What follows belongs to an exercise in optimizing a design on an open flow for small area; a production flow would make more cautious choices. No activity file was given, so power comes from the tool's default toggle rates.

## the reference run
==> module processor, before the edit <==
module processor (
    input  logic        clock,
    input  logic        reset,
    output logic [31:0] imem_address,
    input  logic [31:0] imem_data,
    output logic [31:0] dmem_address,
    output logic [31:0] dmem_write_data,
    output logic        dmem_write_enable,
    input  logic [31:0] dmem_read_data,
    output logic        reg_write_enable,
    output logic [4:0]  reg_write_addr,
    output logic [31:0] reg_write_data,
    output logic [4:0]  reg_read_addr_a,
    output logic [4:0]  reg_read_addr_b,
    input  logic [31:0] reg_read_data_a,
    input  logic [31:0] reg_read_data_b
);
    logic [31:0] pc;
    logic        ex;         
    logic        nx;         
    logic        taken;      
    logic [15:0] cnt;        
    logic [3:0]  lfsr;
    logic [3:1]  creg;       
    logic [31:0] ins;
    logic [4:0]  op;
    logic [4:0]  rd, rs, rt, shamt;
    logic        is_r, is_j, is_bne, is_imm, is_sw, is_lw, is_fill;
    logic        f_sub, f_logic, f_or, f_shift, f_sra;
    assign ins     = imem_data;
    assign op      = ins[31:27];
    assign rd      = ins[26:22];
    assign rs      = ins[21:17];
    assign rt      = ins[16:12];
    assign shamt   = ins[11:7];
    assign is_r    = ~op[3] & ~op[2] & ~op[1] & ~op[0];
    assign is_j    = ~op[3] & ~op[2] & ~op[1] &  op[0];
    assign is_bne  = ~op[2] &  op[1];
    assign is_imm  =  op[2];                   
    assign is_sw   =  op[2] &  op[1];
    assign is_lw   =  op[3] & ~op[0];
    assign is_fill =  op[3] &  op[0];
    assign f_sub   = ~ins[4] & ~ins[3] &  ins[2];
    assign f_logic = ~ins[4] &  ins[3];
    assign f_or    =  ins[2];
    assign f_shift =  ins[4];
    assign f_sra   =  ins[2];
    logic sll;
    assign sll = is_r & f_shift & ~f_sra;
    assign reg_read_addr_a = (ex & ~sll) ? rs : 5'd0;
    always_comb begin
        reg_read_addr_b = 5'd0;
        if (ex) begin
            if (is_r)                 reg_read_addr_b = f_shift ? (f_sra ? 5'd0 : rs) : rt;
            else if (is_bne | is_sw)  reg_read_addr_b = rd;
        end
    end
    logic [31:0] x, y, s;
    logic [32:0] c;
    logic [3:0]  cout;
    logic        use_imm, use_tgt, t11, t10, t01, t00, cin, pc_lo;
    logic [31:0] a_val, b_val, ab_val, imm_val;
    logic        settled;
    assign use_imm = (ex & (op[2] | is_lw)) | (nx & taken & ~is_j);
    assign use_tgt = nx & taken & is_j;
    logic r_ex;
    assign r_ex    = ex & ~op[3] & ~op[2] & ~op[1] & ~op[0];
    assign t11     = r_ex & ~ins[2];                                
    assign t01     = r_ex & (ins[3] | ~ins[2]);                     
    assign t10     = (ex & is_bne) | (r_ex & ~ins[3] & ins[2]);     
    assign t00     = (ex & is_bne) | (r_ex & (ins[3] ^ ins[2]));    
    assign cin     = t00 | (nx & ~(taken & is_j));
    assign pc_lo   = nx & ~(taken & is_j);
    assign imm_val = {{5{use_imm & ins[16]}},
                      use_tgt ? ins[26:17] : {10{use_imm & ins[16]}},
                      (use_imm | use_tgt) ? ins[16:0] : 17'd0};
    assign a_val   = reg_read_data_a;
    assign b_val   = reg_read_data_b;
    assign ab_val  = (a_val & b_val & {32{t11}}) | (a_val & ~b_val & {32{t10}})
                   | (~a_val & b_val & {32{t01}}) | (~a_val & ~b_val & {32{t00}});
    assign x = reg_read_data_a | (pc & {{5{nx}}, {27{pc_lo}}});
    assign y = ab_val | imm_val | {16'd0, cnt};
    genvar k;
    generate
        for (k = 0; k < 32; k++) begin : g_add
            logic cin_k;
            if (k == 0)           assign cin_k = cin;
            else if (k % 8 == 0)  assign cin_k = creg[k / 8];
            else                  assign cin_k = c[k];
            assign c[k+1] = (x[k] & y[k]) | (x[k] & cin_k) | (y[k] & cin_k);
            assign s[k]   = x[k] ^ y[k] ^ cin_k;
        end
    endgenerate
    assign cout    = {c[32], c[24], c[16], c[8]};
    assign settled = (creg == cout[2:0]);
    logic [31:0] sh_in, sh_r;
    logic        sh_fill;
    function automatic logic [31:0] rev(input logic [31:0] v);
        for (int i = 0; i < 32; i++) rev[i] = v[31 - i];
    endfunction
    assign sh_fill = reg_read_data_a[31];                        
    assign sh_in   = reg_read_data_a | rev(reg_read_data_b);     
    logic [31:0] q1, q2;
    logic [3:0] d0, d1;
    logic [63:0] e0, e1, e2;
    assign d0 = 4'b1 << shamt[1:0];
    assign d1 = 4'b1 << shamt[3:2];
    assign e0 = {{32{sh_fill}}, sh_in};
    assign q1 = ({32{d0[0]}} & e0[31:0]) | ({32{d0[1]}} & e0[32:1]) | ({32{d0[2]}} & e0[33:2]) | ({32{d0[3]}} & e0[34:3]);
    assign e1 = {{32{sh_fill}}, q1};
    assign q2 = ({32{d1[0]}} & e1[31:0]) | ({32{d1[1]}} & e1[35:4]) | ({32{d1[2]}} & e1[39:8]) | ({32{d1[3]}} & e1[43:12]);
    assign e2 = {{32{sh_fill}}, q2};
    assign sh_r = shamt[4] ? e2[47:16] : e2[31:0];
    logic sel_lw, sel_sra, sel_sll, sel_s;
    assign sel_lw  = op[3];
    assign sel_sra = ~op[3] & ~op[2] & f_shift & f_sra;
    assign sel_sll = ~op[3] & ~op[2] & f_shift & ~f_sra;
    assign sel_s   = ~op[3] & (op[2] | ~f_shift);
    assign reg_write_data = (dmem_read_data & {32{sel_lw}}) | (sh_r & {32{sel_sra}})
                          | (rev(sh_r) & {32{sel_sll}}) | (s & {32{sel_s}});
    logic fill_done, fill_go, step;
    assign fill_done = (cnt == ins[15:0]);
    assign step      = ex & settled;
    assign fill_go   = ex & is_fill & ~fill_done;
    assign reg_write_enable  = step & (is_r | (is_imm & ~is_sw) | is_lw);
    assign reg_write_addr    = rd;
    assign dmem_address      = s;
    assign dmem_write_data   = {reg_read_data_b[31:4], reg_read_data_b[3:0] | (op[3] ? lfsr : 4'd0)};
    assign dmem_write_enable = step & (is_sw | (is_fill & ~fill_done));
    assign imem_address      = pc;
    logic ex_next;
    assign ex_next = ex ? (fill_go | (~settled & ~is_fill)) : settled;
    always_ff @(posedge clock or posedge reset) begin
        if (reset) begin
            ex   <= 1'b0;
            nx   <= 1'b0;
            lfsr <= 4'b0001;
        end else begin
            ex   <= ex_next;
            nx   <= (ex | nx) & ~ex_next;
            if (step & fill_go) lfsr <= {lfsr[2:0], lfsr[3] ^ lfsr[2]};
        end
    end
    logic [16:0] cnt_c;
    assign cnt_c[0] = settled;
    generate
        for (k = 0; k < 16; k++) begin : g_cnt
            assign cnt_c[k+1] = cnt_c[k] & cnt[k];
            always_ff @(posedge clock) cnt[k] <= fill_go & (cnt[k] ^ cnt_c[k]);
        end
    endgenerate
    always_ff @(posedge clock) begin
        creg <= cout[2:0] & {3{~(nx & settled)}};
        if (~ex & settled) pc <= s;
        if (ex) taken <= is_j | (is_bne & (|s));
    end
endmodule
export LEC_CHECK = 0
export CAP_MARGIN = 0
export CORE_MARGIN = 2
export CORE_UTILIZATION = 50
export SLEW_MARGIN = 0
create_clock -name core_clock -period 10.0 [get_ports {clock}]
standard.sh (not shown) runs the stock make flow with config.mk's settings and CLKGATE_MAP_FILE= SYNTH_SCRIPT=/design/flow/synth_recipe.tcl, a recipe that flattens the netlist after the stock synthesis.
==> flow/flow/run.sh <==
#!/bin/bash
# Standard layout (standard synthesis included) with two changes after synthesis:
# port buffers use the smallest buffer cell, and CTS uses small clock buffers and adds
# no dummy loads. make's output goes to make_finish.log, each step's to orfs/logs/.
set -euo pipefail
export BUFFER_PORTS_ARGS="-buffer_cell sky130_fd_sc_hd__buf_1"
export CTS_ARGS="-sink_clustering_enable -repair_clock_nets -dont_use_dummy_load -buf_list {sky130_fd_sc_hd__clkbuf_2 sky130_fd_sc_hd__clkbuf_4} -root_buf sky130_fd_sc_hd__clkbuf_4"
bash standard.sh finish > make_finish.log 2>&1
The final layout from the reference run, which completed every stage, passed the timing, design-rule and antenna checks at the end of the flow.
Input-level comparison between the trial run and the reference run:
--- a/flow/design.v
+++ b/flow/design.v
@@ -59,28 +59,20 @@
     logic [31:0] x, y, s;
     logic [32:0] c;
     logic [3:0]  cout;
-    logic        use_imm, use_tgt, t11, t10, t01, t00, cin, pc_lo;
-    logic [31:0] a_val, b_val, ab_val, imm_val;
+    logic        use_imm, use_tgt, inv, cin, pc_lo;
+    logic [31:0] b_val, imm_val;
     logic        settled;
     assign use_imm = (ex & (op[2] | is_lw)) | (nx & taken & ~is_j);
     assign use_tgt = nx & taken & is_j;
-    logic r_ex;
-    assign r_ex    = ex & ~op[3] & ~op[2] & ~op[1] & ~op[0];
-    assign t11     = r_ex & ~ins[2];                                
-    assign t01     = r_ex & (ins[3] | ~ins[2]);                     
-    assign t10     = (ex & is_bne) | (r_ex & ~ins[3] & ins[2]);     
-    assign t00     = (ex & is_bne) | (r_ex & (ins[3] ^ ins[2]));    
-    assign cin     = t00 | (nx & ~(taken & is_j));
+    assign inv     = ex & ~op[3] & ~op[2] & (op[1] | ins[2]);    
+    assign cin     = inv | (nx & ~(taken & is_j));
     assign pc_lo   = nx & ~(taken & is_j);
     assign imm_val = {{5{use_imm & ins[16]}},
                       use_tgt ? ins[26:17] : {10{use_imm & ins[16]}},
                       (use_imm | use_tgt) ? ins[16:0] : 17'd0};
-    assign a_val   = reg_read_data_a;
-    assign b_val   = reg_read_data_b;
-    assign ab_val  = (a_val & b_val & {32{t11}}) | (a_val & ~b_val & {32{t10}})
-                   | (~a_val & b_val & {32{t01}}) | (~a_val & ~b_val & {32{t00}});
+    assign b_val   = op[2] ? 32'd0 : reg_read_data_b;    
     assign x = reg_read_data_a | (pc & {{5{nx}}, {27{pc_lo}}});
-    assign y = ab_val | imm_val | {16'd0, cnt};
+    assign y = ((b_val ^ {32{inv}}) | imm_val) | {16'd0, cnt};
     genvar k;
     generate
         for (k = 0; k < 32; k++) begin : g_add
@@ -112,13 +104,16 @@
     assign q2 = ({32{d1[0]}} & e1[31:0]) | ({32{d1[1]}} & e1[35:4]) | ({32{d1[2]}} & e1[39:8]) | ({32{d1[3]}} & e1[43:12]);
     assign e2 = {{32{sh_fill}}, q2};
     assign sh_r = shamt[4] ? e2[47:16] : e2[31:0];
-    logic sel_lw, sel_sra, sel_sll, sel_s;
+    logic [31:0] lg;
+    assign lg = (reg_read_data_a & reg_read_data_b) | ((reg_read_data_a | reg_read_data_b) & {32{f_or}});    
+    logic sel_lw, sel_sra, sel_sll, sel_lg, sel_s;
     assign sel_lw  = op[3];
     assign sel_sra = ~op[3] & ~op[2] & f_shift & f_sra;
     assign sel_sll = ~op[3] & ~op[2] & f_shift & ~f_sra;
-    assign sel_s   = ~op[3] & (op[2] | ~f_shift);
+    assign sel_lg  = ~op[3] & ~op[2] & ~f_shift & f_logic;
+    assign sel_s   = ~op[3] & (op[2] | ~(f_shift | f_logic));
     assign reg_write_data = (dmem_read_data & {32{sel_lw}}) | (sh_r & {32{sel_sra}})
-                          | (rev(sh_r) & {32{sel_sll}}) | (s & {32{sel_s}});
+                          | (rev(sh_r) & {32{sel_sll}}) | (lg & {32{sel_lg}}) | (s & {32{sel_s}});
     logic fill_done, fill_go, step;
     assign fill_done = (cnt == ins[15:0]);
     assign step      = ex & settled;
Notes after the runs:
Summary of the trial run over the reference run: utilization shrank by 1.4 points; wire length grew by about 10%; total power shrank by 0.00031 W.
reg_write_data[7] as the capture point of the critical path was reported by the trial run, and cnt[15]$_DFF_P_ by the reference run.
Maximum clock rate in the trial run vs the reference run: down 0.33 MHz
The reference run and the trial run ended up with nearly the same footprint of the flip-flops and latches.
Function was not checked in any run of this note: the RTL went through the layout flow alone.

-- port drivers added, routing unchanged --
How much do the figures lean on ideal ports? The routed layouts below were timed once more, with nothing changed but the port constraints. Step 1 assumes that a clkbuf_16 drives the clock port and a buf_2 every other input. Step 2 moves the port delays by t, midway between the first and last clock arrival at a register: inputs arrive t later, outputs are due t later. That takes back most of the time a late clock gives input paths. Slacks: ideal / step 1 / step 2; pairs: ideal / step 1.
run	t (ns)	setup slack, ns	worst slew at a driven data input, ns	cell pins on the clock port's net
the reference run	0.467	0.308 / 0.292 / -0.141	0.07	1
the trial run	0.455	0.276 / 0.256 / -0.076	0.06	1
With both steps, setup timing fails in the reference run and the trial run, where it was met with ideal ports. The setup slack of the reference run, which loses most, moves by -0.016 ns with the drivers and by -0.449 ns with both steps.
